What follows belongs to an exercise in optimizing a design on an open flow for small area, a short achievable clock period and few clock cycles per item; a production flow would make more cautious choices.
Where RTL was checked, it was by simulation tests only, not by an equivalence proof against the original.
Power and IR drop assume default switching activity.

== before ==
==> flow/design.v (excerpt) <==
module dmem_responder #(
    parameter int unsigned DEPTH   = 64,
    parameter int unsigned ADDR_W  = 32,
    parameter int unsigned LATENCY = 2
) (
    input  logic              clk,
    input  logic              rst,
    input  logic              req_valid,
    output logic              req_ready,
    input  logic              req_we,
    input  logic [ADDR_W-1:0] req_addr,
    input  logic [2:0]        req_funct3,
    input  logic [31:0]       req_wdata,
    output logic              rsp_valid,
    input  logic              rsp_ready,
    output logic [31:0]       rsp_rdata,
    output logic              rsp_err,
    output logic              busy
);
For scale: roughly 2100 flip-flops, ~81000 um^2 of cells after synthesis.
Settings: LEC_CHECK=0, CAP_MARGIN=20, CORE_MARGIN=2, CORE_UTILIZATION=40, SETUP_SLACK_MARGIN=1.5, SLEW_MARGIN=20; clock period 5.0 ns.
run.sh (not shown) runs the stock make flow with config.mk's settings and CLKGATE_MAP_FILE= SYNTH_SCRIPT=/design/flow/synth_recipe.tcl, a recipe that flattens the netlist after the stock synthesis.
diff inputs: before => after
Settings: changing SETUP_SLACK_MARGIN from 1.5 to 2.5.
==> comparison <==
- Diff before -> after: number of nets in the final layout saw an increase; power dissipated by switching net loads saw an increase; number of instances in the synthesized netlist saw little to no change; final worst setup slack saw a decrease; met3 demand-to-capacity share in global routing saw an increase.
- after: flow completed, timing, DRC and antenna clean
- after -> before: share of synthesized cell area in and, or, nand and nor gates delta 0, exact match
Function was not checked in any run of this note: the RTL went through the layout flow alone.

---

Another version of the RTL of dmem_responder (not shown whole).
For scale: about 4400 cells after synthesis, roughly 2200 flip-flops, roughly 110 I/O pins, roughly 0.085 mm^2 of cells after synthesis.
clock: 5.0 ns
lec_check: 0
cap_margin: 20
core_margin: 2
core_utilization: 65
setup_slack_margin: 2.6
slew_margin: 20
Testbench counts at the start, summed over its fixed seeds: cycles 4,816, items 4,800.
Then changed:
- CTS_CLUSTER_DIAMETER: unset -> 80
- CTS_CLUSTER_SIZE: unset -> 30
- SETUP_SLACK_MARGIN: 2.6 -> 2.8
The changed run completed without violations.
Cell count increases by a few percent.
Clock-buffer cell count drops by 166.
Final area climbs by a few percent.
Wire length is higher by roughly a tenth.
Utilization increases by 3.3 points.
Die area does not change.
Then changed:
- SETUP_SLACK_MARGIN: 2.8 -> 2.6
After rerunning: Synthesized cell count does not change; total power is lower by 2.2%; final area went down by 6.1%; synthesized area does not change; clock power decreases by 2.2%; worst hold slack got worse by 6.7 ps; register-to-register slack is better by 30 ps; sequential share of layout area climbs by 4.0 points; fmax came out higher by 5.3%; sequential power stays flat; worst setup slack gains 140 ps.

---

Setup of run 1:
Another version of the RTL of dmem_responder (not shown whole).
For scale: roughly 4400 cells after synthesis, roughly 2300 flip-flops.
==> flow/config.mk <==
export PLATFORM = sky130hd
export DESIGN_NAME = dmem_responder
export DESIGN_NICKNAME = dmem_responder
export VERILOG_FILES = /design/flow/design.v
export SDC_FILE = /design/flow/constraint.sdc
export NUM_CORES = 4
export LEC_CHECK = 0
export CAP_MARGIN = 20
export CORE_MARGIN = 2
export CORE_UTILIZATION = 65
export CTS_CLUSTER_DIAMETER = 80
export CTS_CLUSTER_SIZE = 30
export SETUP_SLACK_MARGIN = 2.7
export SLEW_MARGIN = 20
==> flow/constraint.sdc <==
create_clock -name core_clock -period 5.0 [get_ports {clk}]
set_input_delay 1.0000 -clock core_clock [delete_from_list [all_inputs] [get_ports {clk}]]
set_output_delay 1.0000 -clock core_clock [all_outputs]
set_load 0.01 [all_outputs]
Testbench counts of run 1, summed over its fixed seeds: cycles 4,816, items 4,800.
## Diff of input files: run 2 against run 1
diff --git a/flow/config.mk b/flow/config.mk
--- a/flow/config.mk
+++ b/flow/config.mk
@@ -11,4 +11,5 @@
 export CTS_CLUSTER_DIAMETER = 80
 export CTS_CLUSTER_SIZE = 30
-export SETUP_SLACK_MARGIN = 2.7
+export PLACE_DENSITY = 0.75
+export SETUP_SLACK_MARGIN = 2.6
 export SLEW_MARGIN = 20
Findings:
Re global-route wire length before repair: run 2 is about 3% down on run 1.
Against run 1, setup clock skew after layout in run 2 came out worse.
Run 1 vs run 2, most utilized layer in the global route result: met1 vs met2
Overall die area came out exactly the same in run 1 and run 2.
o32ai_1 as the master of the slowest instance on the critical path was reported by run 2, and a211oi_1 by run 1.
In the reports for run 1 and run 2, the smaller footprint of the multi-input gates belongs to run 2.
From run 1 to run 2 the numbers moved as follows: worst hold slack shows an increase of 6.4 ps, share of total power consumed by net switching shows a reduction of 0.46 points.
Compared with run 1, in run 2 number of gates given a new drive strength after cts went down by 210; maximum single-stage delay on the critical path went down by 40 ps; register share of the cell area went up by 1.5 points; number of filler instances in the final layout went down by 0.69%; non-clock buffer count went down by 33.
## Diff of input files: run 3 against run 2
diff --git a/flow/config.mk b/flow/config.mk
--- a/flow/config.mk
+++ b/flow/config.mk
@@ -11,5 +11,4 @@
 export CTS_CLUSTER_DIAMETER = 80
 export CTS_CLUSTER_SIZE = 30
-export PLACE_DENSITY = 0.75
-export SETUP_SLACK_MARGIN = 2.6
+export SETUP_SLACK_MARGIN = 2.85
 export SLEW_MARGIN = 20
[summary]
- Power density over the cells, run 3 and run 2: lower on run 3
- The met2 wirelength from detailed routing in run 3 was higher than what run 2 gave.
- On routability congestion estimate from global placement: between run 3 and run 2, it ends up higher for run 2.
- ~same later-pin clock latency in the skew report in run 3 and run 2
- Run 2 → run 3: post-route worst setup slack +200 ps; clock share of power +0.4 points; number of non-clock inverters +2.9%; number of instances on the worst hold path +2; cell area +4.1%.
- Run 2 ended up with met2 as its layer with the highest usage after global routing; run 3 ended up with met1.
- Run 3 drops more vias than run 2.
- In run 3 the buffer share of cell area turned out 2.3 points higher than in run 2.
### run 3 -> run 4
diff --git a/flow/config.mk b/flow/config.mk
--- a/flow/config.mk
+++ b/flow/config.mk
@@ -8,7 +8,8 @@
 export CAP_MARGIN = 20
 export CORE_MARGIN = 2
-export CORE_UTILIZATION = 65
+export CORE_UTILIZATION = 70
 export CTS_CLUSTER_DIAMETER = 80
 export CTS_CLUSTER_SIZE = 30
-export SETUP_SLACK_MARGIN = 2.85
+export PLACE_DENSITY = 0.8
+export SETUP_SLACK_MARGIN = 2.6
 export SLEW_MARGIN = 20
--- outcome ---
Compared with run 3, in run 4 logic depth of the worst path, buffers included up 3, layout net count lost 76, H-tree depth held, post-place instance area went up by about 0.6%, maximum single-stage delay on the critical path rose 230 ps. Compared to run 3, run 4 has final critical-path setup slack 210 ps lower. On number of post-CTS setup repair buffers, the higher figure sits with run 3, not run 4. Run 4 gives more final period utilization than run 3 did. When run 4 is set beside run 3, its routed length on met3 turns out to be 15% larger. Summary of the comparison: clock tree buffer count of the final layout is higher in run 4, relative to run 3.
The following lists how run 5 was set up differently from run 4:
diff --git a/flow/config.mk b/flow/config.mk
--- a/flow/config.mk
+++ b/flow/config.mk
@@ -8,8 +8,7 @@
 export CAP_MARGIN = 20
 export CORE_MARGIN = 2
-export CORE_UTILIZATION = 70
+export CORE_UTILIZATION = 65
 export CTS_CLUSTER_DIAMETER = 80
 export CTS_CLUSTER_SIZE = 30
-export PLACE_DENSITY = 0.8
-export SETUP_SLACK_MARGIN = 2.6
+export SETUP_SLACK_MARGIN = 2.8
 export SLEW_MARGIN = 20
==> notes.md <==
More vias were needed by run 4 than by run 5.
[run 5] critical path depth fell 3 relative to run 4
Run 4 → run 5: portion of total power attributed to the clock network went up; share of the core filled with cells in the final layout down 3.1 points.

---

## build 36
Starting RTL as in the previous note.
// dmem_responder
module dmem_responder #(
    parameter int unsigned DEPTH   = 64,
    parameter int unsigned ADDR_W  = 32,
    parameter int unsigned LATENCY = 2
) (
    input  logic              clk,
    input  logic              rst,
    input  logic              req_valid,
    output logic              req_ready,
    input  logic              req_we,
    input  logic [ADDR_W-1:0] req_addr,
    input  logic [2:0]        req_funct3,
    input  logic [31:0]       req_wdata,
    output logic              rsp_valid,
    input  logic              rsp_ready,
    output logic [31:0]       rsp_rdata,
    output logic              rsp_err,
    output logic              busy
);
    localparam int unsigned IDX_W = $clog2(DEPTH);
    logic [31:0] mem [DEPTH];
    logic unused_c;
    assign unused_c = ^{req_addr[ADDR_W-1:IDX_W+2]};
    logic [IDX_W-1:0] idx;
    logic [1:0]       off;
    logic [2:0]       f3;
    assign idx = req_addr[IDX_W+1:2];
    assign off = req_addr[1:0];
    assign f3  = req_funct3;
    logic err;
  ...
clock: 5.0 ns
lec_check: 0
cap_margin: 20
core_margin: 2
core_utilization: 65
cts_cluster_diameter: 80
cts_cluster_size: 30
gpl_routability_driven: 0
setup_slack_margin: 2.6
slew_margin: 20
In summary, build 36 completed successfully, with a layout that passed the timing, design-rule and antenna checks.
Testbench counts of build 36, summed over its fixed seeds: cycles 4,816, items 4,800.
## Diff of input files: build 23 against build 36
- a deleted GPL_ROUTABILITY_DRIVEN that had been 0
- a change of SETUP_SLACK_MARGIN from 2.6 to 3.0
Build 23 | status: complete | timing, DRC, antenna: pass
Summary of build 23 over build 36: final-layout worst hold slack went down by 22 ps; TritonCTS buffer count went up by about 1%; internal power contribution went up by 190 µW.
The placed cell count was comparable across build 23 and build 36.
Build 23 reports its highest-utilization routing layer at the global route stage as met2 while build 36 reports met1.
Summary — global-route track usage on met1, build 23 relative to build 36: higher, by 3.8 points.
Input changes introduced in build 32 (baseline for comparison: build 23):
- CAP_MARGIN changed from 20 to 10
- SLEW_MARGIN changed from 20 to 10
- SETUP_SLACK_MARGIN changed from 3.0 to 2.6
### Flow results
Filler cell count (build 32 vs. build 23) increases by more than 10%. Number of non-filler instances in the completed layout: build 32 vs build 23 down 4.0%. Of the two values seen for most used routing layer in global routing, met2 was produced by build 23 and met1 by build 32. Build 23 -> build 32: max-slew violation count delta 0, exact match. [compare] base=build 23 new=build 32: maximum frequency from static timing analysis went down by about 7%, post-route clock skew shrank by 4.9 ps.

---

Setup of quartz:
The RTL this note starts from:
==> flow/design.v <==
module dmem_responder #(
    parameter int unsigned DEPTH   = 64,
    parameter int unsigned ADDR_W  = 32,
    parameter int unsigned LATENCY = 2
) (
    input  logic              clk,
    input  logic              rst,
    input  logic              req_valid,
    output logic              req_ready,
    input  logic              req_we,
    input  logic [ADDR_W-1:0] req_addr,
    input  logic [2:0]        req_funct3,
    input  logic [31:0]       req_wdata,
    output logic              rsp_valid,
    input  logic              rsp_ready,
    output logic [31:0]       rsp_rdata,
    output logic              rsp_err,
    output logic              busy
);
    localparam int unsigned IDX_W = $clog2(DEPTH);
    logic [31:0] mem [DEPTH];
    logic unused_c;
    assign unused_c = ^{req_addr[ADDR_W-1:IDX_W+2]};
    logic [IDX_W-1:0] idx;
    logic [1:0]       off;
    logic [2:0]       f3;
    assign idx = req_addr[IDX_W+1:2];
    assign off = req_addr[1:0];
    assign f3  = req_funct3;
    logic err;
    assign err = (f3[1:0] == 2'b11) || (f3 == 3'b110) || (req_we && f3[2]) ||
                 (f3[1:0] == 2'b01 && off[0]) || (f3[1:0] == 2'b10 && off != 2'b00);
    logic acc;
    assign acc = req_valid && req_ready;
    logic [3:0]  st_be;
    logic [31:0] st_wd;
    always_comb begin
        case (f3[1:0])
            2'b00: begin
                st_be = 4'b0001 << off;
                st_wd = {4{req_wdata[7:0]}};
            end
            2'b01: begin
                st_be = off[1] ? 4'b1100 : 4'b0011;
                st_wd = {2{req_wdata[15:0]}};
            end
            default: begin
                st_be = 4'b1111;
                st_wd = req_wdata;
            end
        endcase
    end
    logic do_st;
    assign do_st = acc && req_we && !err && rst;    
    always_ff @(posedge clk) begin
        for (int w = 0; w < DEPTH; w++) begin
            for (int b = 0; b < 4; b++) begin
                if (do_st && idx == IDX_W'(w) && st_be[b]) mem[w][8*b +: 8] <= st_wd[8*b +: 8];
            end
        end
    end
    logic        s1_v, s1_ld, s1_err, s1_uns;
    logic [1:0]  s1_off, s1_sz;
    logic [31:0] s1_word;
    logic [31:0] rd_l1 [DEPTH/4];
    logic [31:0] rd_l2 [DEPTH/16];
    logic [31:0] rd_word;
    always_comb begin
        for (int g = 0; g < DEPTH/4; g++) begin
            case (idx[1:0])
                2'd0:    rd_l1[g] = mem[4*g];
                2'd1:    rd_l1[g] = mem[4*g+1];
                2'd2:    rd_l1[g] = mem[4*g+2];
                default: rd_l1[g] = mem[4*g+3];
            endcase
        end
        for (int h = 0; h < DEPTH/16; h++) begin
            case (idx[3:2])
                2'd0:    rd_l2[h] = rd_l1[4*h];
                2'd1:    rd_l2[h] = rd_l1[4*h+1];
                2'd2:    rd_l2[h] = rd_l1[4*h+2];
                default: rd_l2[h] = rd_l1[4*h+3];
            endcase
        end
        case (idx[5:4])
            2'd0:    rd_word = rd_l2[0];
            2'd1:    rd_word = rd_l2[1];
            2'd2:    rd_word = rd_l2[2];
            default: rd_word = rd_l2[3];
        endcase
    end
    always_ff @(posedge clk) begin
        s1_word <= rd_word;
        s1_ld   <= !req_we && !err;
        s1_err  <= err;
        s1_off  <= off;
        s1_sz   <= f3[1:0];
        s1_uns  <= f3[2];
    end
    logic [7:0]  rd_byte;
    logic [15:0] rd_half;
    logic [31:0] ext;
    always_comb begin
        case (s1_off)
            2'd0:    rd_byte = s1_word[7:0];
            2'd1:    rd_byte = s1_word[15:8];
            2'd2:    rd_byte = s1_word[23:16];
            default: rd_byte = s1_word[31:24];
        endcase
        rd_half = s1_off[1] ? s1_word[31:16] : s1_word[15:0];
        case (s1_sz)
            2'b00:   ext = {{24{rd_byte[7] & !s1_uns}}, rd_byte};
            2'b01:   ext = {{16{rd_half[15] & !s1_uns}}, rd_half};
            default: ext = s1_word;
        endcase
        if (!s1_ld) ext = 32'd0;
    end
    logic        v0, v1, v2;
    logic [31:0] q1_data, q2_data;
    logic        q1_err, q2_err;
    logic        take;
    assign take = v0 && rsp_ready;
    logic [1:0] k, k_next;
    always_comb begin
        k      = 2'(v0) + 2'(v1) + 2'(v2);
        k_next = k - 2'(take) + 2'(s1_v);
    end
    always_ff @(posedge clk) begin
        if (!rst) begin
            s1_v      <= 1'b0;
            v0        <= 1'b0;
            v1        <= 1'b0;
            v2        <= 1'b0;
            req_ready <= 1'b0;
            busy      <= 1'b0;
        end else begin
            s1_v      <= acc;
            v0        <= k_next >= 2'd1;
            v1        <= k_next >= 2'd2;
            v2        <= k_next == 2'd3;
            req_ready <= (3'(k_next) + 3'(acc)) <= 3'd2;
            busy      <= (k_next != 2'd0) || acc;
        end
    end
    assign rsp_valid = v0;
    always_ff @(posedge clk) begin
        if (!v0 || take) begin
            rsp_rdata <= v1 ? q1_data : ext;
            rsp_err   <= v1 ? q1_err  : s1_err;
        end
        if (take) begin
            q1_data <= v2 ? q2_data : ext;
            q1_err  <= v2 ? q2_err  : s1_err;
        end else if (!v1) begin
            q1_data <= ext;
            q1_err  <= s1_err;
        end
        if (!v2 || take) begin
            q2_data <= ext;
            q2_err  <= s1_err;
        end
    end
endmodule
make LEC_CHECK=0 CAP_MARGIN=20 CORE_MARGIN=2 CORE_UTILIZATION=65 CTS_CLUSTER_DIAMETER=80 CTS_CLUSTER_SIZE=30 SETUP_SLACK_MARGIN=2.4 SLEW_MARGIN=20 finish   # period 5.0 ns
Testbench counts of quartz, summed over its fixed seeds: cycles 4,816, items 4,800.
For fjord, these inputs were changed with respect to quartz:
--- a/flow/config.mk
+++ b/flow/config.mk
@@ -9,6 +9,6 @@
 export CORE_MARGIN = 2
-export CORE_UTILIZATION = 65
-export CTS_CLUSTER_DIAMETER = 80
-export CTS_CLUSTER_SIZE = 30
-export SETUP_SLACK_MARGIN = 2.4
+export CORE_UTILIZATION = 75
+export CTS_CLUSTER_DIAMETER = 70
+export CTS_CLUSTER_SIZE = 26
+export SETUP_SLACK_MARGIN = 2.6
 export SLEW_MARGIN = 20
==> comparison <==
From quartz to fjord the numbers moved as follows: worst-case hold slack lower, total power higher, cell area after placement lower.
sky130_fd_sc_hd__nor2_4 as the cell with the largest stage delay on the worst path was reported by quartz, and sky130_fd_sc_hd__o21ai_1 by fjord.
Compared with quartz, fjord shows a via count that is 8040 higher.
[inputs] yarrow vs fjord
--- a/flow/config.mk
+++ b/flow/config.mk
@@ -9,3 +9,3 @@
 export CORE_MARGIN = 2
-export CORE_UTILIZATION = 75
+export CORE_UTILIZATION = 65
 export CTS_CLUSTER_DIAMETER = 70
==> notes.md <==
Initial antenna violation count (yarrow over fjord): decrease, 23
Looking at clock latency of the later-clocked register in the worst-skew pair, yarrow sits 30 ps above fjord.
yarrow against fjord: synthesized cell count now sits at about the same level; tap cell count now sits higher.
Master of the slowest instance on the critical path = sky130_fd_sc_hd__o21ai_1: fjord; master of the slowest instance on the critical path = sky130_fd_sc_hd__mux4_2: yarrow
Going from fjord to yarrow, die width went up by 25 um; area growth from synthesis to final layout now sits lower.

==> afterwards: timing with drivers on the ports <==
The results above use ideal ports. As a check the final layouts listed here were re-extracted and re-timed, cells and wires unchanged.
Step 1, drivers: a clkbuf_16 drives clk and a buf_2 each remaining input, both assumed.
Step 2 moves the port delays by t, midway between the first and last clock arrival at a register: inputs arrive t later, outputs are due t later. That takes back most of the time a late clock gives input paths.
Three values: no drivers, after step 1, after step 2; two values: the first two.
| run | shift t [ns] | setup slack, ns | clock arrival spread, ns |
|---|---|---|---|
| before | 0.949 | 1.282 / 1.267 / 0.318 | 0.066 / 0.066 |
| after | 0.962 | 1.178 / 1.011 / 0.049 | 0.034 / 0.034 |
| the first run of note 2 | 0.907 | 2.480 / 2.181 / 1.275 | 0.031 / 0.031 |
| the second run of note 2 | 0.814 | 2.332 / 1.817 / 1.004 | 0.055 / 0.055 |
| the third run of note 2 | 0.816 | 2.467 / 2.088 / 1.272 | 0.039 / 0.038 |
| run 1 | 0.832 | 2.568 / 2.516 / 1.684 | 0.046 / 0.045 |
| run 2 | 0.836 | 2.476 / 2.414 / 1.578 | 0.058 / 0.058 |
| run 3 | 0.847 | 2.675 / 2.547 / 1.700 | 0.052 / 0.052 |
| run 4 | 0.812 | 2.467 / 2.460 / 1.648 | 0.047 / 0.047 |
| run 5 | 0.839 | 2.689 / 2.528 / 1.689 | 0.056 / 0.056 |
| build 36 | 0.845 | 2.449 / 2.454 / 1.610 | 0.041 / 0.041 |
| build 23 | 0.851 | 2.672 / 2.592 / 1.750 | 0.051 / 0.051 |
| build 32 | 0.833 | 2.490 / 2.377 / 1.544 | 0.047 / 0.047 |
| quartz | 0.837 | 2.274 / 2.199 / 1.362 | 0.055 / 0.056 |
| fjord | 0.851 | 1.994 / 1.673 / 0.822 | 0.074 / 0.075 |
| yarrow | 0.881 | 2.498 / 2.203 / 1.322 | 0.044 / 0.045 |
After both steps setup and hold are still met in every run listed. The setup slack of the second run of note 2, which loses most, moves by -0.515 ns with the drivers and by -1.328 ns with both steps.
